Source: an optimization exercise on an open RTL-to-GDS flow (aim: small area). Production flows keep margins and buffers that such runs may drop. In this exercise RTL edits were held to simulation tests only and were not proved equivalent to the original. Power figures rest on the tool's default switching activity, not on a simulated workload.

==> design.v <==
module aes_key_sched_ctrl #(
    parameter int unsigned NKEYS   = 11,
    parameter int unsigned TIMEOUT = 4
) (
    input  logic         CLK,
    input  logic         RST,
    input  logic         key_valid,
    input  logic [127:0] key_in,
    output logic         key_ready,
    output logic         kx_start,
    output logic [127:0] kx_key_out,
    input  logic [127:0] kx_rk_in,
    input  logic [1:0]   kx_state_in,
    input  logic         rk_rd_en,
    input  logic [3:0]   rk_rd_idx,
    input  logic         rk_dec,
    output logic [127:0] rk_rd_data,
    output logic         rk_rd_valid,
    output logic         rk_rd_err,
    output logic         keys_valid,
    output logic         busy,
    output logic         kx_err
);
    localparam int unsigned TmoW = $clog2(TIMEOUT + 1);
    typedef enum logic [2:0] {
        StIdle,
        StLaunch,
        StWait,
        StCapture,
        StReady
    } state_e;
    state_e            state_q, state_d;
    logic [3:0]        cnt_q, cnt_d;
    logic [TmoW-1:0]   tmo_q, tmo_d;
    logic [127:0]      key_q, key_d;
    logic              kv_q, kv_d;
    logic              err_q, err_d;
    logic [127:0]      table_q [NKEYS];
    logic              wr_en;
    logic [3:0]        wr_idx;
    logic [127:0]      rd_data_q;
    logic              rd_valid_q, rd_err_q;
    logic [3:0]        rd_slot;
    logic              rd_ok;
    always_ff @(posedge CLK or negedge RST) begin
        if (!RST) begin
            state_q <= StIdle;
            cnt_q   <= '0;
            tmo_q   <= '0;
            key_q   <= '0;
            kv_q    <= 1'b0;
            err_q   <= 1'b0;
        end else begin
            state_q <= state_d;
            cnt_q   <= cnt_d;
            tmo_q   <= tmo_d;
            key_q   <= key_d;
            kv_q    <= kv_d;
            err_q   <= err_d;
        end
    end
    always_comb begin
        state_d = state_q;
        cnt_d   = cnt_q;
        tmo_d   = tmo_q;
        key_d   = key_q;
        kv_d    = kv_q;
        err_d   = err_q;
        wr_en   = 1'b0;
        wr_idx  = cnt_q;
        unique case (state_q)
            StIdle, StReady: begin
                if (key_valid) begin
                    key_d   = key_in;
                    kv_d    = 1'b0;
                    err_d   = 1'b0;
                    state_d = StLaunch;
                end
            end
            StLaunch: begin
                tmo_d   = '0;
                state_d = StWait;
            end
            StWait: begin
                if (kx_state_in != 2'd0) begin
                    wr_en   = 1'b1;
                    wr_idx  = 4'd0;
                    cnt_d   = 4'd1;
                    state_d = StCapture;
                end else begin
                    tmo_d = tmo_q + 1'b1;
                    if (tmo_d == TmoW'(TIMEOUT)) begin
                        err_d   = 1'b1;
                        state_d = StIdle;
                    end
                end
            end
            StCapture: begin
                if (kx_state_in != 2'd0) begin
                    wr_en  = 1'b1;
                    wr_idx = cnt_q;
                    cnt_d  = cnt_q + 4'd1;
                    if (cnt_q == 4'(NKEYS - 1)) begin
                        kv_d    = 1'b1;
                        state_d = StReady;
                    end
                end else begin
                    err_d   = 1'b1;
                    state_d = StIdle;
                end
            end
            default: state_d = StIdle;
        endcase
    end
    always_ff @(posedge CLK or negedge RST) begin
        if (!RST) begin
            for (int i = 0; i < NKEYS; i++) begin
                table_q[i] <= '0;
            end
        end else if (wr_en) begin
            table_q[wr_idx] <= kx_rk_in;
        end
    end
    assign rd_ok   = kv_q && (rk_rd_idx <= 4'(NKEYS - 1));
    assign rd_slot = rk_dec ? (4'(NKEYS - 1) - rk_rd_idx) : rk_rd_idx;
    always_ff @(posedge CLK or negedge RST) begin
        if (!RST) begin
            rd_data_q  <= '0;
            rd_valid_q <= 1'b0;
            rd_err_q   <= 1'b0;
        end else begin
            rd_valid_q <= rk_rd_en & rd_ok;
            rd_err_q   <= rk_rd_en & ~rd_ok;
            if (rk_rd_en) begin
                rd_data_q <= rd_ok ? table_q[rd_slot] : '0;
            end
        end
    end
    assign key_ready   = (state_q == StIdle) || (state_q == StReady);
    assign busy        = (state_q == StLaunch) || (state_q == StWait) || (state_q == StCapture);
    assign kx_start    = (state_q == StLaunch);
    assign kx_key_out  = key_q;
    assign keys_valid  = kv_q;
    assign kx_err      = err_q;
    assign rk_rd_data  = rd_data_q;
    assign rk_rd_valid = rd_valid_q;
    assign rk_rd_err   = rd_err_q;
endmodule
==> run.sh <==
#!/bin/bash
# synth_recipe.tcl (not shown) runs the flow's synth.tcl, then flattens the netlist and writes it again
# the make line also repeats each setting of config.mk as NAME=value (left out here)
make -C /OpenROAD-flow-scripts/flow DESIGN_CONFIG=/design/flow/config.mk WORK_HOME=/design/flow/orfs CLKGATE_MAP_FILE= SYNTH_SCRIPT=/design/flow/synth_recipe.tcl finish
==> config.mk <==
export PLATFORM = sky130hd
export DESIGN_NAME = aes_key_sched_ctrl
export DESIGN_NICKNAME = aes_key_sched_ctrl
export VERILOG_FILES = /design/flow/design.v
export SDC_FILE = /design/flow/constraint.sdc
export NUM_CORES = 4
export LEC_CHECK = 0
export CAP_MARGIN = 20
export CORE_MARGIN = 2
export CORE_UTILIZATION = 40
export SLEW_MARGIN = 20
==> constraint.sdc <==
create_clock -name core_clock -period 5.0 [get_ports {CLK}]
set_input_delay 1.0000 -clock core_clock [delete_from_list [all_inputs] [get_ports {CLK}]]
set_output_delay 1.0000 -clock core_clock [all_outputs]
set_load 0.01 [all_outputs]
==> impl_metrics.ini, run 1 <==
[clock_network]
cts_tree = done
clkTransAtPathRegs_ps = 60
root_buffer = clkbuf_16
insertion_delay_ps = 820
cts_setup_buffers = 0
clock_path_buffers = 3
htree_levels = 4
numCtsBuffers = 182
cts.sink_count = 1678
cts.repair.resized = 0
hold_buffers = 0

[critical_path]
reg2regPathDepth = 8
regToRegStartpoint = state_q[1]
crit_path_end_kind = register
crit_path_start_kind = primary input
cp_top_family = simple AND/OR/NAND/NOR gates
cp.arrival_ps = 4360
critPathBufInv = 2
path_class = primary input to register
worstSetupEndpoint = rd_data_q[78]
critical-path-slowest-cell = clkdlybuf4s50_1
startpoint = rk_dec
cp_slowest_stage_delay_ps = 740
cp_max_fo = 18
worst-path-stages = 9
cp_cell_sequence = clkdlybuf4s50_1, and4b_1, a31oi_4, nand2_2, and2_2, buf_4, a22o_1, a2111oi_2, a22oi_1
worstPathRequired_ps = 5670
reg2reg_to = table_q[8][112]
r2r_slack_ps = 1900

[power_and_ir_drop]
seqPwrFrac_pct = 45.3
switching_share_pct = 28.2
power_density_nw_per_um2 = 508
vdd_drop_max_uv = 353
power.leakage_nw = 39.2
power_switching_mw = 12.6
p_comb_share_pct = 23.8
cell_internal_pwr_mw = 32.0
power_frac_clock_pct = 30.9
power_mw = 44.6

[detailed_routing]
drtAntennaViolNets = 0
via_per_inst = 5.91
drc_errors = 0
dr.first_iter.drc_count = 4513
wire_per_inst_um = 28.9
drtPass1Iterations = 6
via_count = 49700
routed_wl_mm = 243

[sta]
min_period_over_period_pct = 73.9
period_needed_ps = 3700
rsz0062_at_grt = false
clock_skew_ps = 32.6
hold_violations = 0
max_slew_margin_pct = 27.8
setup-tns-final_ps = 0
fmax_mhz = 271
setup_viol = 0
tightest_slew_ps = 1080
finalMaxSlewViolations = 0

[synth]
ys_ff_latch = 1678
syn_inst = 5511
post-synth-top-area-cell = dfrtp_1
muxShareOfSynthArea_pct = 26.2
syn_nets = 5786
synth_xor_area_share_pct = 0.0240
synth_compound_area_share_pct = 9.38
synth-simple-area-share_pct = 3.52
synth-edff-count = 0
synth_top_family_by_area = multiplexers
synth.yosys.seq_area_share_pct = 57.4
ys.warnings.count = 2
ys.flop_type = dfrtp_1
synthTopCellsByArea = dfrtp_1 (57%), mux2_2 (24%), mux2i_1 (2.5%), nand2_1 (1.7%), clkbuf_1 (1.6%)
ys_types = 70
avgSynthCellArea_um2 = 13.3
synthAdderAreaFrac_pct = 0.137
synthArstFlopShare_pct = 100
syn-cell-area_um2 = 73100
netlist.area_leader.share_pct = 57.4

[floorplan]
std_cell_rows = 156
die-area_um2 = 186000
initial_core_util_pct = 40.4
io_pins = 530
die_w_um = 431
dieHeight_um = 431
core-area_um2 = 181000

[cells_and_area]
drive_above_1_share_pct = 34.4
nets = 6145
area_growth_pct = 20.1
fillers = 15900

[place]
routabilityCongestion = 0.816
hpwl_mm = 146
io_buffer_count = 529

[run_status]
status = complete, no violations

[grt]
antenna_found_initial = 49
gr-total-overflow = 0
grt_pass1_vias = 51500
grt_util_all_layers_pct = 25.8
grt_max_degree = 167
grt_pass1_wl_mm = 356

[job]
drv_cap = 0

[min_path]
hold_class = primary input to async pin
==> worst min path at each step <==
stage / end / depth (start not counted) / slack (ps)
finish: table_q[6][12] / 1 / 170
global route: table_q[6][12] / 1 / 180
CTS: table_q[6][12] / 1 / 140
detailed placement: rd_data_q[58] / 1 / 470
global placement: rd_data_q[58] / 1 / 470
floorplan: table_q[0][0] / 1 / 470
==> sequential cells by signal, indices dropped and copies added (netlist names) <==
name	count
rd_data_q	128
err_q	1
tmo_q	3
state_q	3
cnt_q	4
key_q	128
table_q	1408
rd_err_q	1
rd_valid_q	1
kv_q	1
==> metal layers <==
metal	vias to the layer above	track usage, %	share of wire [%]
met5	-	0	0.099
met4	40	9.30	3.4
li1	21000	-	-
met3	443	5.67	7.0
met2	1694	42.3	48
met1	26500	33.5	42
==> cells by family after synthesis <==
kind of cell	count (synthesis)
buffers and inverters	554
multiplexers	1719
adder cells (fa/ha/maj)	8
XOR/XNOR	2
AND/OR/NAND/NOR	572
flip-flops	1678
AO/OA/AOI/OAI	978
==> synthesized netlist by cell type (all sizes together), types with 11 or more instances <==
library cell	instances
o221ai	55
o211ai	30
a22oi	150
nand2	322
mux2i	180
a2111oi	15
a32oi	46
nor3	33
mux2	1539
o21ai	152
o22ai	58
o2bb2ai	34
buf	237
clkbuf	310
dfrtp	1678
nand3	78
and2	11
a21oi	224
nor2	42
and3	15
a221oi	89
nor4	25
nor2b	14
a22o	36
a222oi	38
==> per-stage QoR <==
| step | utilization [%] | cells | area [um^2] | worst slack, ps | hold slack (ps) |
|---|---|---|---|---|---|
| final | 48.5 | 8408 | 87800 | 1300 | 170 |
| after floorplan | - | 5511 | 73100 | 1780 | 474 |
| after global placement | 45.0 | 8056 | 81600 | 553 | 474 |
| after detailed placement | 45.0 | 8056 | 81600 | 543 | 472 |
| after global routing | 48.4 | 8401 | 87800 | 1170 | 180 |
| after CTS | 48.4 | 8392 | 87700 | 1430 | 143 |
==> power groups by stage <==
stage	Combinational [mW]	Clock (mW)	Sequential, mW
global placement	10.4	0	20.2
floorplan	6.47	0	20.0
finish	10.6	13.8	20.2
CTS	10.7	14.0	20.2
global route	11.4	14.6	20.7
detailed placement	10.7	0	20.4
==> layout by cell type (no fill, tap or decap), types with 8 or more instances in the layout <==
master / Yosys / layout
a222oi_1: 38 / 38
o221ai_1: 55 / 55
o21ai_1: 51 / 51
a22oi_1: 150 / 150
nand2_1: 322 / 315
nor3_1: 33 / 32
o22ai_1: 58 / 58
clkdlybuf4s50_1: 0 / 527
a2111oi_0: 13 / 13
bufinv_16: 0 / 11
a22o_1: 36 / 36
a221oi_1: 89 / 89
nor2b_1: 13 / 12
nand3_1: 78 / 73
and3_1: 15 / 13
clkinv_2: 0 / 29
diode_2: 0 / 16
nand4_1: 8 / 8
nor2_4: 0 / 8
mux2i_1: 180 / 179
buf_4: 14 / 120
o21a_1: 10 / 9
mux2_2: 1539 / 1539
clkbuf_1: 310 / 50
o21ai_0: 100 / 100
dfrtp_1: 1678 / 1678
clkbuf_16: 0 / 187
buf_12: 0 / 73
clkbuf_8: 0 / 48
nor4_1: 25 / 24
o2bb2ai_1: 34 / 34
nor2_1: 40 / 33
a21oi_1: 222 / 222
a32oi_1: 46 / 46
o211ai_1: 30 / 30
==> layout make-up <==
cell class                      instances  area (um^2)  share of cell area [%]
Tap cell                             2370         2970                    3.38
Antenna cell                           16         40.0                  0.0456
Timing Repair Buffer                  722         7670                    8.74
Clock buffer                          285         5530                    6.30
Sequential cell                      1678        42000                    47.8
Multi-Input combinational cell       3279        28900                    33.0
Clock inverter                         51          612                   0.697
Inverter                                7         31.3                  0.0356
==> inputs of run 2 (changes only) <==
==> design.v (replaced) <==
module aes_key_sched_ctrl (
    input  logic         CLK,
    input  logic         RST,
    input  logic         key_valid,
    input  logic [127:0] key_in,
    output logic         key_ready,
    output logic         kx_start,
    output logic [127:0] kx_key_out,
    input  logic [127:0] kx_rk_in,
    input  logic [1:0]   kx_state_in,
    input  logic         rk_rd_en,
    input  logic [3:0]   rk_rd_idx,
    input  logic         rk_dec,
    output logic [127:0] rk_rd_data,
    output logic         rk_rd_valid,
    output logic         rk_rd_err,
    output logic         keys_valid,
    output logic         busy,
    output logic         kx_err
);
    logic         launch_q, wait_q, cap_q, kv_q, err_q;
    logic [3:0]   cnt_q;
    logic [127:0] key_q;
    logic [127:0] ring_q [11];
    logic [127:0] rd_data_q;
    logic         rd_valid_q, rd_err_q;
    logic         active, accept, wr, cnt_wrap;
    logic [3:0]   cnt_inc;
    assign active   = (kx_state_in != 2'd0);
    assign accept   = key_valid & ~(launch_q | wait_q | cap_q);
    assign wr       = active & (wait_q | cap_q);
    assign cnt_wrap = (cnt_q == 4'd10);
    assign cnt_inc  = cnt_wrap ? 4'd0 : cnt_q + 4'd1;
    always_ff @(posedge CLK or negedge RST) begin
        if (!RST) begin
            launch_q <= 1'b0;
            wait_q   <= 1'b0;
            cap_q    <= 1'b0;
            kv_q     <= 1'b0;
            err_q    <= 1'b0;
            cnt_q    <= 4'd0;
        end else begin
            launch_q <= accept;
            if (accept) begin
                kv_q  <= 1'b0;
                err_q <= 1'b0;
            end
            if (launch_q) begin
                wait_q <= 1'b1;
                cnt_q  <= 4'd0;
            end
            if (wait_q) begin
                if (active) begin
                    wait_q <= 1'b0;
                    cap_q  <= 1'b1;
                    cnt_q  <= 4'd1;
                end else begin
                    cnt_q <= cnt_inc;
                    if (cnt_q == 4'd3) begin
                        wait_q <= 1'b0;
                        err_q  <= 1'b1;
                    end
                end
            end
            if (cap_q) begin
                if (active) begin
                    cnt_q <= cnt_inc;
                    if (cnt_wrap) begin
                        cap_q <= 1'b0;
                        kv_q  <= 1'b1;
                    end
                end else begin
                    cap_q <= 1'b0;
                    err_q <= 1'b1;
                end
            end
            if (kv_q) begin
                cnt_q <= cnt_inc;
            end
        end
    end
    always_ff @(posedge CLK) begin
        ring_q[0] <= wr ? kx_rk_in : ring_q[10];
        for (int i = 1; i < 11; i++) begin
            ring_q[i] <= ring_q[i-1];
        end
    end
    always_ff @(posedge CLK or negedge RST) begin
        if (!RST) begin
            key_q <= '0;
        end else if (accept) begin
            key_q <= key_in;
        end
    end
    logic       rd_ok;
    logic [3:0] off;
    logic [4:0] sum;
    logic [3:0] pos;
    logic [10:0] sel;
    logic [127:0] rd_mux;
    assign rd_ok = kv_q & (rk_rd_idx <= 4'd10);
    assign off   = rk_dec ? rk_rd_idx : (4'd10 - rk_rd_idx);
    assign sum   = {1'b0, cnt_q} + {1'b0, off};
    assign pos   = (sum >= 5'd11) ? 4'(sum - 5'd11) : sum[3:0];
    always_comb begin
        for (int i = 0; i < 11; i++) begin
            sel[i] = rk_rd_en & rd_ok & (pos == 4'(i));
        end
        rd_mux = rd_data_q & {128{~rk_rd_en}};
        for (int i = 0; i < 11; i++) begin
            rd_mux = rd_mux | (ring_q[i] & {128{sel[i]}});
        end
    end
    always_ff @(posedge CLK or negedge RST) begin
        if (!RST) begin
            rd_data_q  <= '0;
            rd_valid_q <= 1'b0;
            rd_err_q   <= 1'b0;
        end else begin
            rd_valid_q <= rk_rd_en & rd_ok;
            rd_err_q   <= rk_rd_en & ~rd_ok;
            rd_data_q  <= rd_mux;
        end
    end
    assign key_ready   = ~(launch_q | wait_q | cap_q);
    assign busy        = launch_q | wait_q | cap_q;
    assign kx_start    = launch_q;
    assign kx_key_out  = key_q;
    assign keys_valid  = kv_q;
    assign kx_err      = err_q;
    assign rk_rd_data  = rd_data_q;
    assign rk_rd_valid = rd_valid_q;
    assign rk_rd_err   = rd_err_q;
endmodule
==> run 2 against run 1 <==
  * Synthesized area fell by 34%
  * Sequential share of layout area rose by 8.3 points
  * Via count fell by 37%
  * Final cell count fell by 31%
  * Sequential cell count fell by 3
  * Fmax fell by 17%
  * Die area fell by 34%
  * Critical path type unchanged
==> impl_metrics.ini, run 2 <==
[synth]
post-synth-top-area-cell = dfxtp_1
synth.yosys.seq_area_share_pct = 72.1
synthTopCellsByArea = dfxtp_1 (58%), dfrtp_1 (14%), mux2_2 (6.0%), a22oi_1 (5.2%), a222oi_1 (3.0%)
synthArstFlopShare_pct = 15.9
ys_types = 70
synth-edff-count = 0
ys.flop_type = dfxtp_1
ys_ff_latch = 1675
avgSynthCellArea_um2 = 13.9
synthTopCellsByCount = dfxtp_1 (1408), a22oi_1 (332), dfrtp_1 (267)
syn-cell-area_um2 = 48300
netlist.area_leader.share_pct = 58.3
syn_inst = 3482
ys.warnings.count = 2
syn_nets = 3757
yosysMostFrequentCell = dfxtp_1

[critical_path]
crit_top_cell = inv_1
path_class = primary input to register
cp_slowest_stage_delay_ps = 510
cp_cell_sequence = clkdlybuf4s50_1, inv_1, ha_1, mux2_2, inv_1, fa_1, inv_1, ha_1, o221ai_4, o21ai_2, mux2_4, nor2b_4, buf_12, buf_4, a222oi_1, o21ai_0, or3_1
critPathBufInv = 6
crit_path_start_kind = primary input
worstPathRequired_ps = 5630
crit_path_end_kind = register
cp.arrival_ps = 5060
cp_max_fo = 7
cp_top_family = buffers and inverters
critical-path-slowest-cell = clkdlybuf4s50_1

[cells_and_area]
final_cells = 5838
largest_register_ffs = 1408
area_growth_pct = 28.6
layout_common_cells = dfxtp_1 (1408), clkdlybuf4s50_1 (527), a22oi_1 (332)
largestRegisters = ring_q x1408, key_q x128, rd_data_q x128
fin_area_um2 = 62100
final_common_cell = dfxtp_1
nets = 4360
drive_above_1_share_pct = 17.0
utilization_pct = 51.8
regMostFlops = ring_q

[sta]
period_needed_ps = 4440
hold_violations = 0
clock_skew_ps = 25.5
fmax_mhz = 225
min_period_over_period_pct = 88.7
tightest_slew_ps = 1030
setup_viol = 0
layout_setup_ws_ps = 564
finalMaxSlewViolations = 0
rsz0062_at_grt = false
max_slew_margin_pct = 31.0

[place]
routabilityCongestion = 0.808
hpwl_mm = 83.1
place_inst = 5532
place_ws_ps = -139
place_area_um2 = 56500
io_buffer_count = 529

[min_path]
hold_class = primary input to async pin

[floorplan]
core-area_um2 = 120000
io_pins = 530
die_w_um = 352
std_cell_rows = 127
die-area_um2 = 124000
initial_core_util_pct = 40.3
dieHeight_um = 352

[detailed_routing]
drc_errors = 0
via_count = 31200
wire_per_inst_um = 23.1
drtPass1Iterations = 7
drtAntennaViolNets = 0
via_per_inst = 5.34
dr.first_iter.drc_count = 3181
routed_wl_mm = 135

[grt]
gr-total-overflow = 0
grt_pass1_wl_mm = 198
grt_max_degree = 130
grt_util_all_layers_pct = 21.2
grt_pass1_vias = 31600
antenna_found_initial = 7

[clock_network]
cts.repair.resized = 0
clkTransAtPathRegs_ps = 60
numCtsBuffers = 163
cts.sink_count = 1675
cts_tree = done
hold_buffers = 0
insertion_delay_ps = 770
cts_setup_buffers = 0
clock_path_buffers = 3
root_buffer = clkbuf_16
htree_levels = 4

[power_and_ir_drop]
power_mw = 47.0
power.leakage_nw = 25.1
power_density_nw_per_um2 = 757
vdd_drop_max_uv = 531

[job]
drv_cap = 0

[run_status]
status = complete, no violations
## run 2: metal layers
metal	GRT usage [%]	vias to the layer above	routed length, um
met5	0	-	69
met4	6.52	10	2910
met3	4.27	211	9950
met2	34.1	1241	62200
met1	28.8	15500	59700
li1	-	14300	-
## run 2: final timing paths
check	from	endpoint	slack (ps)	cells after the start
setup / recovery	rk_rd_idx[0]	rd_data_q[54]	560	17
hold / removal	RST	rd_data_q[61]	170	1
setup reg to reg	cnt_q[0]	rd_data_q[54]	1030	14
hold reg to reg	ring_q[5][43]	ring_q[6][43]	330	0
max in group asynchronous	RST	rd_data_q[91]	3650	2
min in group core_clock	ring_q[5][43]	ring_q[6][43]	330	0
## run 2: kinds of logic after synthesis
group / synth area share (%)
AOI/OAI and AO/OA: 14.6
xor gates and xnor gates: 0.106
adders and majority gates: 0.223
buffers and inverters: 2.25
DFF: 72.1
muxes: 6.77
and+or+nand+nor: 3.90
## run 2: power breakdown
part	switching, mW	internal, mW
combinational	5.61	5.31
clock	5.26	7.31
sequential	3.48	20.1
## run 2: final cells by class
cell class              instances  area (um^2)
fillers                     10100        57800
flip-flops and latches       1675        34900
multi-input cells            1558        12500
repair buffers                673         7060
clock buffers                 241         4800
well taps                    1612         2020
clock inverters                64          813
inverters                      14         55.1
diodes                          1         2.50
## run 2: through the flow
| stage | TNS, ps | hold WS (ps) |
|---|---|---|
| finish | 0 | 169 |
| CTS | 0 | 131 |
| detailed placement | -6360 | 331 |
| global route | 0 | 158 |
| floorplan | 0 | 325 |
| global placement | -85.1 | 331 |
==> inputs of run 3 (changes only) <==
--- a/design.v
+++ b/design.v
@@ -106,10 +106,15 @@
         for (int i = 0; i < 11; i++) begin
             sel[i] = rk_rd_en & rd_ok & (pos == 4'(i));
         end
-        rd_mux = rd_data_q & {128{~rk_rd_en}};
-        for (int i = 0; i < 11; i++) begin
-            rd_mux = rd_mux | (ring_q[i] & {128{sel[i]}});
-        end
+    end
+    for (genvar b = 0; b < 128; b++) begin : g_mux
+        rk_mux_bit u_mux (
+            .d   ({rd_data_q[b], ring_q[10][b], ring_q[9][b], ring_q[8][b], ring_q[7][b],
+                   ring_q[6][b], ring_q[5][b], ring_q[4][b], ring_q[3][b], ring_q[2][b],
+                   ring_q[1][b], ring_q[0][b]}),
+            .s   ({~rk_rd_en, sel}),
+            .y   (rd_mux[b])
+        );
     end
     always_ff @(posedge CLK or negedge RST) begin
         if (!RST) begin
@@ -132,3 +137,21 @@
     assign rk_rd_valid = rd_valid_q;
     assign rk_rd_err   = rd_err_q;
 endmodule
+module rk_mux_bit (
+    input  logic [11:0] d,
+    input  logic [11:0] s,
+    output logic        y
+);
+    logic [3:0] g_n;
+    for (genvar g = 0; g < 4; g++) begin : g_grp
+        rk_aoi3 u_aoi (.d(d[3*g +: 3]), .s(s[3*g +: 3]), .y_n(g_n[g]));
+    end
+    assign y = ~&g_n;
+endmodule
+module rk_aoi3 (
+    input  logic [2:0] d,
+    input  logic [2:0] s,
+    output logic       y_n
+);
+    assign y_n = ~|(d & s);
+endmodule
==> flow/run.sh (new file) <==
#!/bin/bash
# Layout flow: the standard ORFS flow (standard synthesis unchanged) with two changes:
#  - the input and output port buffers are sky130_fd_sc_hd__buf_1, the smallest buffer,
#    instead of the cell buffer_ports picks by default;
#  - clock tree synthesis uses small clock buffers and no dummy loads.
# make's full output goes to flow_make.log here; ORFS keeps each step's log under orfs/logs/.
set -euo pipefail
CTS="-sink_clustering_enable -repair_clock_nets -dont_use_dummy_load"
CTS="$CTS -buf_list {sky130_fd_sc_hd__clkbuf_4 sky130_fd_sc_hd__clkbuf_8}"
bash standard.sh \
  "BUFFER_PORTS_ARGS=-buffer_cell sky130_fd_sc_hd__buf_1" \
  "CTS_ARGS=$CTS" \
  finish > flow_make.log 2>&1
==> standard.sh (new file) <==
#!/bin/bash
# synth_recipe.tcl (not shown) runs the flow's synth.tcl, then flattens the netlist and writes it again
# the make line also repeats each setting of config.mk as NAME=value (left out here)
make -C /OpenROAD-flow-scripts/flow DESIGN_CONFIG=/design/flow/config.mk WORK_HOME=/design/flow/orfs CLKGATE_MAP_FILE= SYNTH_SCRIPT=/design/flow/synth_recipe.tcl "${@:-finish}"
--- a/config.mk
+++ b/config.mk
@@ -7,5 +7,6 @@
 export LEC_CHECK = 0
 export CAP_MARGIN = 20
 export CORE_MARGIN = 2
-export CORE_UTILIZATION = 40
+export CORE_UTILIZATION = 60
 export SLEW_MARGIN = 20
+export SYNTH_HIERARCHICAL = 1
removed: run.sh
==> run 3 against run 2 <==
  * Sequential power is essentially flat
  * Clock power decreased by 33%
  * Clock skew increased by 38 ps
  * Worst hold slack worse by 45 ps
  * Utilization rose by 18 points
  * Clock-buffer cell count fell by 6
  * Worst setup slack better by 380 ps
  * Critical path type unchanged
  * Critical endpoint is now rd_data_q[19]
  * Largest cell class unchanged
  * Highest routed layer unchanged
==> impl_metrics.ini, run 3 <==
[run_status]
status = complete, no violations

[synth]
ys_ff_latch = 1675
synthTopCellsByArea = dfxtp_1 (63%), dfrtp_1 (15%), a222oi_1 (11%), mux2_2 (6.5%), nand4_1 (1.8%)
ys_types = 46
synth.yosys.seq_area_share_pct = 78.0
yosysMostFrequentCell = dfxtp_1
ys.warnings.count = 8
netlist.area_leader.share_pct = 63.1
post-synth-top-area-cell = dfxtp_1
synthTopCellsByCount = dfxtp_1 (1408), a222oi_1 (512), dfrtp_1 (267)
synthArstFlopShare_pct = 15.9
syn_inst = 2723
avgSynthCellArea_um2 = 16.4
syn_nets = 2998
synth-edff-count = 0
syn-cell-area_um2 = 44700
ys.flop_type = dfxtp_1

[floorplan]
dieHeight_um = 277
core-area_um2 = 74100
std_cell_rows = 100
die_w_um = 277
io_pins = 530
initial_core_util_pct = 60.3
die-area_um2 = 76700

[detailed_routing]
dr.first_iter.drc_count = 4016
routed_wl_mm = 119
wire_per_inst_um = 26.4
drtPass1Iterations = 11
drc_errors = 0
via_count = 28700
via_per_inst = 6.38
drtAntennaViolNets = 0

[sta]
period_needed_ps = 4060
clock_skew_ps = 63.8
setup_viol = 0
finalMaxSlewViolations = 0
fmax_mhz = 246
finalHoldWorstSlack_ps = 124
rsz0062_at_grt = false
hold_violations = 0
min_period_over_period_pct = 81.2
max_slew_margin_pct = 34.9
setup-tns-final_ps = 0
layout_setup_ws_ps = 942
tightest_slew_ps = 972

[critical_path]
cp_max_fo = 28
cp.arrival_ps = 4710
reg2reg_to = rd_data_q[19]
cp_slowest_stage_delay_ps = 550
regToRegStartpoint = cnt_q[0]
path_class = primary input to register
reg2regPathDepth = 10
crit_path_end_kind = register
critical-path-slowest-cell = mux2i_1
worstPathRequired_ps = 5650
cp_cell_sequence = buf_1, inv_6, ha_4, mux2_4, fa_2, xor2_1, nor3_4, o31ai_4, mux2i_1, nor2b_4, buf_4, a222oi_1, nand4_1
crit_path_start_kind = primary input
r2r_slack_ps = 1100

[cells_and_area]
largestRegisters = ring_q x1408, key_q x128, rd_data_q x128
final_cells = 4502
layout_common_cells = dfxtp_1 (1408), buf_1 (528), a222oi_1 (512)
regArea_um2 = 34900
largest_register_ffs = 1408
fillers = 5132
regMostFlops = ring_q
multiInputGateArea_um2 = 9760
final_common_cell = dfxtp_1
nets = 3792
area_growth_pct = 16.5
drive_above_1_share_pct = 16.5

[grt]
gr-total-overflow = 0
grt_max_degree = 119
grt_pass1_wl_mm = 180
antenna_found_initial = 25
grt_util_all_layers_pct = 30.5
grt_pass1_vias = 30300

[place]
routabilityCongestion = 0.815
hpwl_mm = 69.7
place_ws_ps = 130
place_inst = 4249
io_buffer_count = 529

[min_path]
hold_class = primary input to async pin

[clock_network]
hold_buffers = 0
htree_levels = 4
cts_tree = done
clkTransAtPathRegs_ps = 60
root_buffer = clkbuf_8
cts_setup_buffers = 0
clock_path_buffers = 3
cts.repair.resized = 0
numCtsBuffers = 235
cts.sink_count = 1675
insertion_delay_ps = 850

[power_and_ir_drop]
vdd_drop_max_uv = 387
power.leakage_nw = 20.9
power_mw = 35.8
power_density_nw_per_um2 = 687

[job]
drv_cap = 0
## run 3: cell types whose count changed after synthesis, sizes merged, moves of 41 or more
cell	previous run	this run
a22oi	332	3
nand2	122	9
nor2b	52	11
nor2	48	7
o21ai	113	7
clkbuf	144	5
nand4	27	128
a221o	45	0
a222oi	147	512
or3	56	0
buf	91	28
## run 3: cell families after synthesis
| group | share of synthesized area, % |
|---|---|
| muxes | 6.59 |
| buffers and inverters | 0.496 |
| adders and majority gates | 0.241 |
| xor gates and xnor gates | 0.0980 |
| and+or+nand+nor | 2.43 |
| DFF | 78.0 |
| AOI/OAI and AO/OA | 12.1 |
## run 3: layer usage
layer | up-vias | part of all wire [%] | track usage [%] | routed length, um
met1 | 14500 | 39 | 38.1 | 46200
met3 | 235 | 8.9 | 7.22 | 10600
li1 | 12500 | - | - | -
met5 | - | 0.075 | 0 | 89
met4 | 14 | 3.3 | 14.2 | 3950
met2 | 1491 | 49 | 50.3 | 58200
## run 3: report_power, final
| part | switching [mW] | internal [mW] |
|---|---|---|
| Clock | 4.32 | 4.11 |
| Sequential | 3.47 | 20.1 |
| Combinational | 1.95 | 1.83 |
## run 3: modules after synthesis, one instance, submodules excluded
module | copies in the design | cells inside | flops+latches
rk_aoi3 | 512 | 1 | 0
rk_mux_bit | 128 | 1 | 0
aes_key_sched_ctrl | 1 | 2083 | 1675
## run 3: per-stage QoR
step | cell area, um^2 | utilization [%]
final | 52100 | 70.3
after detailed placement | 48800 | 65.9
after global placement | 48800 | 65.9
after global routing | 52100 | 70.3
after CTS | 52000 | 70.2
after floorplan | 44800 | -
## run 3: area by class of cell
cell class	instances	area share (%)
flip-flops and latches	1675	67.0
inverters	9	0.0793
clock buffers	235	6.21
diodes	18	0.0865
well taps	969	2.33
multi-input cells	1006	18.7
repair buffers	590	5.59
## run 3: worst max path at each step
stage	startpoint	endpoint	slack [ps]	depth (start not counted)
final	rk_rd_idx[0]	rd_data_q[19]	940	13
after detailed placement	rk_rd_idx[0]	rd_data_q[81]	130	13
after floorplan	rk_rd_idx[1]	rd_data_q[0]	-920	10
after global routing	rk_rd_idx[0]	rd_data_q[96]	730	13
after global placement	rk_rd_idx[0]	rd_data_q[19]	260	13
after CTS	rk_rd_idx[0]	rd_data_q[113]	1040	13
## run 3: worst max-delay path, delay by kind of cell
| family | cells | cell delay, ps |
|---|---|---|
| XOR/XNOR | 1 | 470 |
| AND/OR/NAND/NOR | 3 | 370 |
| multiplexers | 2 | 830 |
| adder cells (fa/ha/maj) | 2 | 580 |
| AO/OA/AOI/OAI | 2 | 850 |
| buffers and inverters | 3 | 600 |
==> inputs of run 4 (changes only) <==
==> flow/run.sh (replaced) <==
#!/bin/bash
# Layout flow: the standard ORFS flow (standard synthesis unchanged) with two changes:
#  - the input and output port buffers are sky130_fd_sc_hd__buf_1, the smallest buffer,
#    instead of the cell buffer_ports picks by default;
#  - clock tree synthesis uses clkbuf_8 buffers, sink clusters of up to 16 flip-flops within
#    100 um, and no dummy loads.
# make's full output goes to flow_make.log here; ORFS keeps each step's log under orfs/logs/.
set -euo pipefail
CTS="-sink_clustering_enable -repair_clock_nets -dont_use_dummy_load"
CTS="$CTS -buf_list {sky130_fd_sc_hd__clkbuf_8} -sink_clustering_size 16 -sink_clustering_max_diameter 100"
bash standard.sh \
  "BUFFER_PORTS_ARGS=-buffer_cell sky130_fd_sc_hd__buf_1" \
  "CTS_ARGS=$CTS" \
  finish > flow_make.log 2>&1
==> run 4 against run 3 <==
  * Global-route usage down 0.81 points
  * Sequential cell count unchanged
  * Power decreased by 7.5%
  * Die area did not move
  * Largest cell class unchanged
  * Register-to-register slack improved by 40 ps
  * Worst setup slack got worse by 73 ps
  * Clock-buffer cell count is 121 lower
  * Cell area decreased by 3.2%
  * Synthesized cell count is the same
  * Critical path type unchanged
==> impl_metrics.ini, run 4 <==
[sta]
tightest_slew_ps = 981
period_needed_ps = 4130
hold_violations = 0
setup_viol = 0
setup-tns-final_ps = 0
rsz0062_at_grt = false
fmax_mhz = 242
finalMaxSlewViolations = 0
max_slew_margin_pct = 34.3
layout_setup_ws_ps = 868
min_period_over_period_pct = 82.6
clock_skew_ps = 56.4

[critical_path]
crit_path_end_kind = register
cp_slowest_stage_delay_ps = 820
critical-path-slowest-cell = a31oi_1
crit_path_start_kind = primary input
cp_max_fo = 65
cp_cell_sequence = buf_1, ha_1, nand2b_1, xnor2_1, ha_1, nand3_1, a21boi_2, nor2_1, a31oi_1, a211oi_4, buf_12, a222oi_1, nand4_1
reg2regPathDepth = 10
cp.arrival_ps = 4710
startpoint = rk_rd_idx[0]
reg2reg_to = rd_data_q[81]
worstPathRequired_ps = 5580
crit_top_cell = ha_1
regToRegStartpoint = cnt_q[0]
r2r_slack_ps = 1140
path_class = primary input to register

[synth]
synthTopCellsByArea = dfxtp_1 (63%), dfrtp_1 (15%), a222oi_1 (11%), mux2_2 (6.5%), nand4_1 (1.8%)
syn_inst = 2723
ys.warnings.count = 8
ys.flop_type = dfxtp_1
synthTopCellsByCount = dfxtp_1 (1408), a222oi_1 (512), dfrtp_1 (267)
netlist.area_leader.share_pct = 63.1
synthArstFlopShare_pct = 15.9
synth.yosys.seq_area_share_pct = 78.0
yosysMostFrequentCell = dfxtp_1
ys_ff_latch = 1675
syn_nets = 2998
ys_types = 46
syn-cell-area_um2 = 44700
post-synth-top-area-cell = dfxtp_1
avgSynthCellArea_um2 = 16.4
synth-edff-count = 0

[grt]
grt_pass1_vias = 29100
gr-total-overflow = 0
grt_max_degree = 119
grt_pass1_wl_mm = 176
grt_util_all_layers_pct = 29.6
antenna_found_initial = 25

[floorplan]
initial_core_util_pct = 60.3
core-area_um2 = 74100
std_cell_rows = 100
die_w_um = 277
io_pins = 530
die-area_um2 = 76700
dieHeight_um = 277

[clock_network]
cts.sink_count = 1675
clkTransAtPathRegs_ps = 100
insertion_delay_ps = 750
numCtsBuffers = 114
cts.repair.resized = 0
hold_buffers = 0
root_buffer = clkbuf_8
htree_levels = 3
cts_tree = done
clock_path_buffers = 3
cts_setup_buffers = 0

[detailed_routing]
via_count = 28000
via_per_inst = 6.39
drc_errors = 0
wire_per_inst_um = 26.6
dr.first_iter.drc_count = 4160
routed_wl_mm = 117
drtAntennaViolNets = 0
drtPass1Iterations = 11

[cells_and_area]
largest_register_ffs = 1408
final_cells = 4383
nets = 3671
fillers = 5282
regMostFlops = ring_q
largestRegisters = ring_q x1408, key_q x128, rd_data_q x128
area_growth_pct = 12.8
layout_common_cells = dfxtp_1 (1408), buf_1 (528), a222oi_1 (512)
final_common_cell = dfxtp_1
drive_above_1_share_pct = 13.5
fin_area_um2 = 50400

[place]
io_buffer_count = 529
place_inst = 4249
hpwl_mm = 69.7
routabilityCongestion = 0.815
place_ws_ps = 130
place_area_um2 = 48800

[run_status]
status = complete, no violations

[min_path]
hold_class = primary input to async pin

[power_and_ir_drop]
vdd_drop_max_uv = 447
power_density_nw_per_um2 = 657
power.leakage_nw = 20.0
power_mw = 33.1

[job]
drv_cap = 0
run 4: layout make-up:
type / count / area (um^2) / share of cell area [%]
timing repair buffer: 590 / 2910 / 5.77
antenna: 20 / 50.0 / 0.0993
multi-input combinational: 1006 / 9760 / 19.4
tap: 969 / 1210 / 2.41
clock buffer: 114 / 1570 / 3.11
inverter: 9 / 41.3 / 0.0819
sequential: 1675 / 34900 / 69.2
run 4: Yosys stat by module (local to each module, per instance):
module,cells inside,cell area (um^2),copies in the design,flops+latches
aes_key_sched_ctrl,2083,38800,1,1675
rk_aoi3,1,10.0,512,0
rk_mux_bit,1,6.26,128,0
run 4: cells by family (layout without fill, tap and decap cells):
kind of cell	Yosys count	after routing	share of synthesized area [%]
other cells	0	20	0
flops	1675	1675	78.0
fa+ha+maj	8	8	0.241
mux	262	262	6.59
xor+xnor	5	5	0.0980
simple gates	179	179	2.43
buf+inv	42	713	0.496
compound gates	552	552	12.1
run 4: how the worst max path moves through the flow:
stage,endpoint,slack [ps],cells after the start
final,rd_data_q[113],870,13
after global routing,rd_data_q[81],630,13
after CTS,rd_data_q[81],930,13
after detailed placement,rd_data_q[81],130,13
after global placement,rd_data_q[19],260,13
after floorplan,rd_data_q[0],-920,10
run 4: critical path: cells and delay by family:
| kind | cells | cell delay [ps] |
|---|---|---|
| compound gates | 4 | 1850 |
| simple gates | 4 | 540 |
| buf+inv | 2 | 540 |
| fa+ha+maj | 2 | 610 |
| xor+xnor | 1 | 130 |
run 4: power breakdown:
group	switching, mW	internal, mW
clock network	3.80	2.04
logic	1.94	1.83
registers	3.45	20.0
total	9.19	23.9
run 4: metal layers:
layer	global-route usage (%)	vias up	part of all wire, %
met3	6.07	203	8.3
met1	38.1	14200	39
met5	0	-	0.074
met2	49.5	1282	49
li1	-	12300	-
met4	11.9	14	3.2
run 4: stage by stage:
stage	utilization [%]	hold slack (ps)
final	68.1	223
after global routing	68.0	210
after CTS	68.0	186
after detailed placement	65.9	336
after global placement	65.9	332
after floorplan	-	330
==> inputs of run 5 (changes only) <==
==> flow/run.sh (replaced) <==
#!/bin/bash
# Layout flow: the standard ORFS flow (standard synthesis unchanged) with two changes:
#  - the input and output port buffers are sky130_fd_sc_hd__buf_1, the smallest buffer,
#    instead of the cell buffer_ports picks by default;
#  - clock tree synthesis uses clkbuf_8 buffers, sink clusters of up to 18 flip-flops within
#    60 um, and no dummy loads.
# make's full output goes to flow_make.log here; ORFS keeps each step's log under orfs/logs/.
set -euo pipefail
CTS="-sink_clustering_enable -repair_clock_nets -dont_use_dummy_load"
CTS="$CTS -buf_list {sky130_fd_sc_hd__clkbuf_8} -sink_clustering_size 18 -sink_clustering_max_diameter 60"
bash standard.sh \
  "BUFFER_PORTS_ARGS=-buffer_cell sky130_fd_sc_hd__buf_1" \
  "CTS_ARGS=$CTS" \
  finish > flow_make.log 2>&1
==> run 5 against run 4 <==
  * Register-to-register slack got worse by 40 ps
  * Critical endpoint is now rd_data_q[92]
  * Critical path type unchanged
  * Combinational power about the same
  * Global-route usage about the same
  * Fmax fell by 0.79%
  * Largest cell class unchanged
  * Die area stayed put
==> impl_metrics.ini, run 5 <==
[power_and_ir_drop]
power_density_nw_per_um2 = 654
vdd_drop_max_uv = 400
power.leakage_nw = 19.9

[min_path]
hold_class = primary input to async pin

[cells_and_area]
largestRegisters = ring_q x1408, key_q x128, rd_data_q x128
fillers = 5284
drive_above_1_share_pct = 13.3
largest_register_ffs = 1408
area_growth_pct = 12.5
layout_common_cells = dfxtp_1 (1408), buf_1 (528), a222oi_1 (512)
nets = 3661
final_common_cell = dfxtp_1
regMostFlops = ring_q

[sta]
period_needed_ps = 4160
max_slew_margin_pct = 35.4
rsz0062_at_grt = false
finalMaxSlewViolations = 0
fmax_mhz = 240
layout_setup_ws_ps = 835
setup_viol = 0
hold_violations = 0
clock_skew_ps = 68.4
tightest_slew_ps = 964
setup-tns-final_ps = 0
min_period_over_period_pct = 83.3

[critical_path]
cp_max_fo = 63
cp.arrival_ps = 4750
worstPathRequired_ps = 5580
crit_path_end_kind = register
cp_cell_sequence = buf_1, ha_1, nand2b_1, xnor2_1, ha_1, nand3_1, a21boi_2, nor2_1, a31oi_1, a211oi_4, buf_12, a222oi_1, nand4_1
crit_path_start_kind = primary input
cp_slowest_stage_delay_ps = 800
regToRegStartpoint = cnt_q[0]
critical-path-slowest-cell = a31oi_1
path_class = primary input to register
crit_top_cell = ha_1
startpoint = rk_rd_idx[0]

[grt]
grt_max_degree = 119
grt_pass1_vias = 29000
gr-total-overflow = 0
grt_util_all_layers_pct = 29.6
grt_pass1_wl_mm = 176
antenna_found_initial = 23

[synth]
synthTopCellsByArea = dfxtp_1 (63%), dfrtp_1 (15%), a222oi_1 (11%), mux2_2 (6.5%), nand4_1 (1.8%)
ys.flop_type = dfxtp_1
synth.yosys.seq_area_share_pct = 78.0
synthTopCellsByCount = dfxtp_1 (1408), a222oi_1 (512), dfrtp_1 (267)
ys_ff_latch = 1675
avgSynthCellArea_um2 = 16.4
ys_types = 46
ys.warnings.count = 8
synthArstFlopShare_pct = 15.9
synth-edff-count = 0
post-synth-top-area-cell = dfxtp_1
netlist.area_leader.share_pct = 63.1
syn_nets = 2998
syn-cell-area_um2 = 44700
syn_inst = 2723
yosysMostFrequentCell = dfxtp_1

[clock_network]
cts_setup_buffers = 0
clkTransAtPathRegs_ps = 110
clock_path_buffers = 3
htree_levels = 3
numCtsBuffers = 104
hold_buffers = 0
cts.repair.resized = 0
insertion_delay_ps = 740
cts.sink_count = 1675
root_buffer = clkbuf_8
cts_tree = done

[place]
place_ws_ps = 130
routabilityCongestion = 0.815
io_buffer_count = 529
hpwl_mm = 69.7

[floorplan]
dieHeight_um = 277
die-area_um2 = 76700
io_pins = 530
core-area_um2 = 74100
initial_core_util_pct = 60.3
std_cell_rows = 100
die_w_um = 277

[detailed_routing]
wire_per_inst_um = 26.7
dr.first_iter.drc_count = 4260
via_per_inst = 6.41
drc_errors = 0
drtAntennaViolNets = 0
drtPass1Iterations = 13
routed_wl_mm = 116
via_count = 28000

[job]
drv_cap = 0

[run_status]
status = complete, no violations
run 5: stage by stage:
step / cells / power [mW] / hold slack [ps] / cell area (um^2) / utilization (%)
final: 4369 / 32.9 / 242 / 50300 / 67.9
after global routing: 4369 / 34.4 / 244 / 50300 / 67.9
after CTS: 4353 / 32.9 / 199 / 50200 / 67.8
after detailed placement: 4249 / 27.3 / 336 / 48800 / 65.9
after global placement: 4249 / 26.9 / 332 / 48800 / 65.9
after floorplan: 2723 / 25.0 / 330 / 44800 / -
run 5: worst max-delay path, delay by kind of cell:
kind / cells / cell delay (ps)
simple gates: 4 / 530
fa+ha+maj: 2 / 620
compound gates: 4 / 1850
buf+inv: 2 / 500
xor+xnor: 1 / 130
run 5: metal layers:
metal	global-route usage, %	wire, um	up-vias
met5	0	92	-
met4	12.0	3400	14
met3	5.78	9700	184
met2	49.5	57300	1371
met1	38.1	46000	14200
li1	-	-	12300
run 5: cell families (layout without fill, tap and decap cells):
family | Yosys count | in the layout | share of synthesized area, %
flip-flops | 1675 | 1675 | 78.0
AO/OA/AOI/OAI | 552 | 552 | 12.1
multiplexers | 262 | 262 | 6.59
AND/OR/NAND/NOR | 179 | 179 | 2.43
buffers and inverters | 42 | 703 | 0.496
adder cells (fa/ha/maj) | 8 | 8 | 0.241
XOR/XNOR | 5 | 5 | 0.0980
other | 0 | 16 | 0
run 5: area by class of cell:
cell class / count / area (um^2) / share of cell area [%]
Multi-Input combinational cell: 1006 / 9760 / 19.4
Inverter: 9 / 41.3 / 0.0821
Tap cell: 969 / 1210 / 2.41
Clock buffer: 104 / 1430 / 2.85
Timing Repair Buffer: 590 / 2910 / 5.79
Antenna cell: 16 / 40.0 / 0.0797
Sequential cell: 1675 / 34900 / 69.4
run 5: where the power goes:
part	internal [mW]	leakage [nW]	switching [mW]
Combinational	1.83	3.89	1.93
Clock	1.87	0.748	3.74
Sequential	20.0	15.3	3.46
run 5: final timing paths:
path                                  endpoint  slack (ps)  depth (start not counted)
worst max-delay path             rd_data_q[92]         840                         13
worst min-delay path                 key_q[84]         240                          1
worst max register to register   rd_data_q[81]        1100                         10
worst min register to register  ring_q[3][124]         290                          0
max in group asynchronous            key_q[19]        3710                          2
min in group core_clock         ring_q[3][124]         290                          0
run 5: modules after synthesis, one instance, submodules excluded:
module | cells | copies in the design
rk_mux_bit | 1 | 128
aes_key_sched_ctrl | 2083 | 1
rk_aoi3 | 1 | 512
==> inputs of run 6 (changes only) <==
--- a/design.v
+++ b/design.v
@@ -95,16 +95,14 @@
     logic       rd_ok;
     logic [3:0] off;
     logic [4:0] sum;
-    logic [3:0] pos;
     logic [10:0] sel;
     logic [127:0] rd_mux;
     assign rd_ok = kv_q & (rk_rd_idx <= 4'd10);
     assign off   = rk_dec ? rk_rd_idx : (4'd10 - rk_rd_idx);
     assign sum   = {1'b0, cnt_q} + {1'b0, off};
-    assign pos   = (sum >= 5'd11) ? 4'(sum - 5'd11) : sum[3:0];
     always_comb begin
         for (int i = 0; i < 11; i++) begin
-            sel[i] = rk_rd_en & rd_ok & (pos == 4'(i));
+            sel[i] = rk_rd_en & rd_ok & ((sum == 5'(i)) | (sum == 5'(i + 11)));
         end
     end
     for (genvar b = 0; b < 128; b++) begin : g_mux
==> run 6 against run 5 <==
  * Still clean
  * Wire length decreased by 1.0%
  * Global-route usage fell by 0.16 points
  * Clock power is 0.9% higher
  * Register-to-register slack gained 340 ps
  * Sequential cell count is the same
  * Fmax grew 8.3%
  * Cell area fell by 0.38%
  * Worst setup slack better by 320 ps
  * Sequential share of layout area rose by 0.27 points
  * Power is 1.1% lower
  * Worst hold slack gained 68 ps
  * Utilization is 0.42 points higher
  * Critical path type unchanged
  * Highest routed layer unchanged
==> impl_metrics.ini, run 6 <==
[grt]
grt_util_all_layers_pct = 29.5
grt_max_degree = 130
grt_pass1_vias = 29000
grt_pass1_wl_mm = 175
gr-total-overflow = 0
antenna_found_initial = 19

[critical_path]
cp.arrival_ps = 4520
crit_top_cell = ha_1
cp_max_fo = 28
cp_slowest_stage_delay_ps = 620
critPathBufInv = 4
crit_path_end_kind = register
worstPathRequired_ps = 5670
cp_top_family = simple AND/OR/NAND/NOR gates
path_class = primary input to register
cp_cell_sequence = buf_1, inv_1, ha_1, mux2_2, ha_1, and3_1, nor3_1, nor2_1, nor4_4, buf_12, buf_4, a222oi_1, nand4_1
critical-path-slowest-cell = nor3_1
crit_path_start_kind = primary input

[floorplan]
die_w_um = 277
initial_core_util_pct = 60.8
std_cell_rows = 99
dieHeight_um = 277
io_pins = 530
die-area_um2 = 76600
core-area_um2 = 73300

[sta]
clock_skew_ps = 61.9
setup_viol = 0
finalMaxSlewViolations = 0
period_needed_ps = 3850
setup-tns-final_ps = 0
fmax_mhz = 260
rsz0062_at_grt = false
min_period_over_period_pct = 76.9
max_slew_margin_pct = 32.3
hold_violations = 0
layout_setup_ws_ps = 1150
tightest_slew_ps = 1020

[run_status]
status = complete, no violations

[clock_network]
cts.sink_count = 1675
root_buffer = clkbuf_8
clock_path_buffers = 3
numCtsBuffers = 106
hold_buffers = 0
htree_levels = 3
insertion_delay_ps = 750
cts_tree = done
clkTransAtPathRegs_ps = 100
cts.repair.resized = 0
cts_setup_buffers = 0

[synth]
netlist.area_leader.share_pct = 63.2
ys.flop_type = dfxtp_1
synthTopCellsByArea = dfxtp_1 (63%), dfrtp_1 (15%), a222oi_1 (11%), mux2_1 (6.1%), nand4_1 (1.8%)
synth.yosys.seq_area_share_pct = 78.2
avgSynthCellArea_um2 = 16.4
syn-cell-area_um2 = 44600
ys_types = 48
synth-edff-count = 0
syn_nets = 2994
synthArstFlopShare_pct = 15.9
ys.warnings.count = 8
synthTopCellsByCount = dfxtp_1 (1408), a222oi_1 (512), dfrtp_1 (267)
syn_inst = 2719
yosysMostFrequentCell = dfxtp_1
post-synth-top-area-cell = dfxtp_1
ys_ff_latch = 1675

[cells_and_area]
fin_area_um2 = 50100
drive_above_1_share_pct = 5.78
largest_register_ffs = 1408
layout_common_cells = dfxtp_1 (1408), buf_1 (528), a222oi_1 (512)
nets = 3653
regMostFlops = ring_q
largestRegisters = ring_q x1408, key_q x128, rd_data_q x128
final_common_cell = dfxtp_1
area_growth_pct = 12.2

[place]
hpwl_mm = 68.6
routabilityCongestion = 0.844
place_ws_ps = 413
io_buffer_count = 529
place_area_um2 = 48600

[detailed_routing]
drtPass1Iterations = 13
drc_errors = 0
routed_wl_mm = 115
via_per_inst = 6.41
drtAntennaViolNets = 0
via_count = 27800
wire_per_inst_um = 26.6
dr.first_iter.drc_count = 4017

[power_and_ir_drop]
vdd_drop_max_uv = 415
power_density_nw_per_um2 = 649
power.leakage_nw = 20.0

[job]
drv_cap = 0

[min_path]
hold_class = register to register
[run 6: changes by cell type after synthesis, moves of 4 or more]
cell	delta
mux2_2	-244
and2_1	-4
nor2b_1	-9
o21ai_0	-4
mux2i_1	-4
o21ai_1	+5
nor3_1	+4
mux2_1	+243
a21oi_1	+5
[run 6: worst paths after layout]
check / from / endpoint / slack (ps) / cells past startpoint
worst max register to register: cnt_q[0] / rd_data_q[84] / 1440 / 11
max in group asynchronous: RST / key_q[93] / 3510 / 2
worst max-delay path: rk_rd_idx[0] / rd_data_q[102] / 1150 / 13
min in group asynchronous: RST / key_q[13] / 360 / 1
worst min-delay path: ring_q[2][15] / ring_q[3][15] / 310 / 0
worst min register to register: ring_q[2][15] / ring_q[3][15] / 310 / 0
[run 6: cell type report]
type	count	area, um^2
diodes	7	17.5
clock buffers	106	1460
fillers	5302	23300
inverters	11	45.0
multi-input cells	999	9660
flip-flops and latches	1675	34900
well taps	959	1200
repair buffers	585	2820
[run 6: layer usage]
layer | global-route usage, % | vias up | share of wire, %
met5 | 0 | - | 0.12
li1 | - | 12200 | -
met2 | 49.3 | 1307 | 48
met4 | 9.43 | 22 | 2.7
met3 | 6.83 | 197 | 8.8
met1 | 38.2 | 14100 | 40
[run 6: cell families after synthesis]
kind of cell	after synthesis	synth area share, %
flops	1675	78.2
compound gates	554	12.1
mux	257	6.49
simple gates	176	2.38
buf+inv	45	0.524
fa+ha+maj	8	0.241
xor+xnor	4	0.0785
[run 6: stage by stage]
step           instances  hold slack, ps  power, mW  utilization (%)
2_1_floorplan       2719             330       24.7                -
3_3_place_gp        4229             332       26.5             66.3
3_5_place_dp        4229             335       26.9             66.3
4_1_cts             4335             304       32.6             68.3
5_1_grt             4340             306       34.1             68.3
6_report            4342             310       32.5             68.3
[run 6: power breakdown]
| group | switching, mW | total [mW] | internal (mW) |
|---|---|---|---|
| Clock | 3.75 | 5.66 | 1.90 |
| Sequential | 3.47 | 23.5 | 20.1 |
| Combinational | 1.89 | 3.30 | 1.41 |
| Total | 9.11 | 32.5 | 23.4 |
[run 6: Yosys stat by module, one instance, submodules excluded]
module	flip-flops and latches	cells inside	times used
rk_aoi3	0	1	512
rk_mux_bit	0	1	128
aes_key_sched_ctrl	1675	2079	1
==> inputs of run 7 (changes only) <==
--- a/config.mk
+++ b/config.mk
@@ -7,6 +7,6 @@
 export LEC_CHECK = 0
 export CAP_MARGIN = 20
 export CORE_MARGIN = 2
-export CORE_UTILIZATION = 60
+export CORE_UTILIZATION = 66
 export SLEW_MARGIN = 20
 export SYNTH_HIERARCHICAL = 1
==> run 7 against run 6 <==
  * Utilization up 6.1 points
  * Register-to-register slack improved by 70 ps
  * Non-clock buffer count down 11
  * Worst hold slack got worse by 27 ps
  * Die area shrank 9.0%
  * Synthesized area unchanged
==> impl_metrics.ini, run 7 <==
[run_status]
status = complete, no violations

[clock_network]
clock_path_buffers = 3
numCtsBuffers = 103
cts_tree = done
cts.repair.resized = 0
htree_levels = 3
clkTransAtPathRegs_ps = 110
root_buffer = clkbuf_8
hold_buffers = 0
cts_setup_buffers = 0
insertion_delay_ps = 740
cts.sink_count = 1675

[cells_and_area]
fin_area_um2 = 49800
area_growth_pct = 11.7
final_cells = 4249
nets = 3639
layout_common_cells = dfxtp_1 (1408), buf_1 (528), a222oi_1 (512)
largestRegisters = ring_q x1408, key_q x128, rd_data_q x128
largest_register_ffs = 1408
drive_above_1_share_pct = 5.38
regMostFlops = ring_q
final_common_cell = dfxtp_1

[critical_path]
crit_path_end_kind = register
critical-path-slowest-cell = nor3_1
path_class = primary input to register
worstSetupEndpoint = rd_data_q[39]
regToRegStartpoint = cnt_q[0]
cp_cell_sequence = buf_1, inv_1, ha_1, mux2_2, ha_1, and3_1, nor3_1, nor3_1, o2111a_4, buf_12, a222oi_1, nand4_1
cp_slowest_stage_delay_ps = 670
cp_top_family = simple AND/OR/NAND/NOR gates
cp.arrival_ps = 4480
reg2regPathDepth = 10
r2r_slack_ps = 1510
worstPathRequired_ps = 5600
crit_path_start_kind = primary input
startpoint = rk_rd_idx[0]
reg2reg_to = rd_data_q[96]
cp_max_fo = 37
critPathBufInv = 3
worst-path-stages = 12

[place]
hpwl_mm = 65.9
place_inst = 4132
place_ws_ps = 432
place_area_um2 = 48400
routabilityCongestion = 0.830
io_buffer_count = 529

[synth]
synthTopCellsByArea = dfxtp_1 (63%), dfrtp_1 (15%), a222oi_1 (11%), mux2_1 (6.1%), nand4_1 (1.8%)
syn-cell-area_um2 = 44600
syn_nets = 2994
ys.flop_type = dfxtp_1
ys.warnings.count = 8
synthTopCellsByCount = dfxtp_1 (1408), a222oi_1 (512), dfrtp_1 (267)
ys_ff_latch = 1675
synthArstFlopShare_pct = 15.9
post-synth-top-area-cell = dfxtp_1
yosysMostFrequentCell = dfxtp_1
syn_inst = 2719
synth.yosys.seq_area_share_pct = 78.2
ys_types = 48
synth-edff-count = 0
avgSynthCellArea_um2 = 16.4
netlist.area_leader.share_pct = 63.2

[sta]
rsz0062_at_grt = false
layout_setup_ws_ps = 1120
tightest_slew_ps = 1240
hold_violations = 0
period_needed_ps = 3880
fmax_mhz = 258
max_slew_margin_pct = 17.1
finalHoldWorstSlack_ps = 284
finalMaxSlewViolations = 0
min_period_over_period_pct = 77.6
setup_viol = 0
clock_skew_ps = 55.5

[job]
drv_cap = 0

[grt]
grt_util_all_layers_pct = 31.9
gr-total-overflow = 0
antenna_found_initial = 22
met3_usage_pct = 6.74
met2_usage_pct = 52.4
grt_pass1_wl_mm = 173
grt_pass1_vias = 29300
grtUsageMet1_pct = 41.7
grt-busiest-layer = met2
grt_max_degree = 132

[floorplan]
dieHeight_um = 264
die_w_um = 264
die-area_um2 = 69700
core-area_um2 = 67000
std_cell_rows = 95
io_pins = 530
initial_core_util_pct = 66.5

[power_and_ir_drop]
seqPwrFrac_pct = 72.5
vdd_drop_max_uv = 509
cell_internal_pwr_mw = 23.3
power.leakage_nw = 19.9
switching_share_pct = 28.2
power_mw = 32.5
power_switching_mw = 9.15
p_comb_share_pct = 10.2
power_density_nw_per_um2 = 651
power_frac_clock_pct = 17.3

[detailed_routing]
drtPass1Iterations = 12
routed_wl_mm = 113
via_per_inst = 6.61
wire_per_inst_um = 26.7
drc_errors = 0
via_count = 28100
dr.first_iter.drc_count = 4405
drtAntennaViolNets = 0

[min_path]
hold_class = primary input to async pin
==> run 7: metrics by stage <==
step                setup TNS (ps)  utilization, %
global placement                 0            72.2
floorplan                  -156550               -
finish                           0            74.3
detailed placement               0            72.2
CTS                              0            74.3
global route                     0            74.3
==> run 7: power groups by stage <==
stage | logic, mW | registers [mW] | clock network (mW)
finish | 3.32 | 23.5 | 5.61
detailed placement | 3.31 | 23.6 | 0
global placement | 3.23 | 23.2 | 0
floorplan | 1.91 | 22.8 | 0
CTS | 3.34 | 23.4 | 5.70
global route | 3.58 | 24.2 | 6.17
==> run 7: cell families after synthesis <==
logic type / after synthesis / synth area share, %
adder cells (fa/ha/maj): 8 / 0.241
flip-flops: 1675 / 78.2
AO/OA/AOI/OAI: 554 / 12.1
AND/OR/NAND/NOR: 176 / 2.38
buffers and inverters: 45 / 0.524
XOR/XNOR: 4 / 0.0785
multiplexers: 257 / 6.49
==> run 7: worst reg2reg max path, delay by kind of cell, from the launching register on <==
| kind | cells | cell delay (ps) |
|---|---|---|
| flops | 1 | 530 |
| buf+inv | 2 | 430 |
| compound gates | 2 | 580 |
| fa+ha+maj | 2 | 660 |
| simple gates | 3 | 770 |
| xor+xnor | 1 | 460 |
==> run 7: worst min-delay path by stage <==
stage / to / slack (ps)
floorplan: ring_q[10][0] / 330
finish: key_q[4] / 280
global placement: ring_q[5][71] / 330
detailed placement: ring_q[10][100] / 330
CTS: key_q[4] / 260
global route: key_q[4] / 290
==> run 7: metal layers <==
metal  vias to the layer above  part of all wire [%]
met1                     14200                    39
met2                      1490                    48
li1                      12200                     -
met4                        16                   3.0
met5                         -                 0.091
met3                       194                   9.3
==> run 7: layout make-up <==
cell class                      instances  area [um^2]
Multi-Input combinational cell        999         9660
Inverter                               11         45.0
Sequential cell                      1675        34900
Fill cell                            4388        17200
Clock buffer                          103         1420
Antenna cell                           14         35.0
Tap cell                              873         1090
Timing Repair Buffer                  574         2720
==> run 7: modules after synthesis (local to each module, per instance) <==
module,cell area (um^2),flops+latches,copies in the design
rk_aoi3,10.0,0,512
rk_mux_bit,6.26,0,128
aes_key_sched_ctrl,38700,1675,1

re-timing with driven ports:
How much do the figures lean on ideal ports? The routed layouts below were timed once more, with nothing changed but the port constraints.
Step 1, drivers: a clkbuf_16 drives CLK and a buf_2 each remaining input, both assumed.
Step 2 moves the port delays by t, midway between the first and last clock arrival at a register: inputs arrive t later, outputs are due t later. That takes back most of the time a late clock gives input paths.
Three values: ideal ports, drivers, drivers and shift; two values: the first two.
run	t, ns	setup slack, ns	slew at the worst register clock pin (ns)
run 1	0.896	1.303 / 1.255 / 0.359	0.06 / 0.06
run 2	0.834	0.564 / 0.545 / -0.289	0.07 / 0.07
run 3	0.880	0.942 / 0.887 / 0.007	0.07 / 0.07
run 4	0.788	0.868 / 0.817 / 0.029	0.10 / 0.10
run 5	0.772	0.835 / 0.783 / 0.011	0.11 / 0.11
run 6	0.784	1.154 / 1.136 / 0.352	0.11 / 0.11
run 7	0.783	1.119 / 1.088 / 0.305	0.11 / 0.11
With both steps, setup timing fails in run 2, where it was met with ideal ports. The setup slack of run 1, which loses most, moves by -0.048 ns with the drivers and by -0.944 ns with both steps.
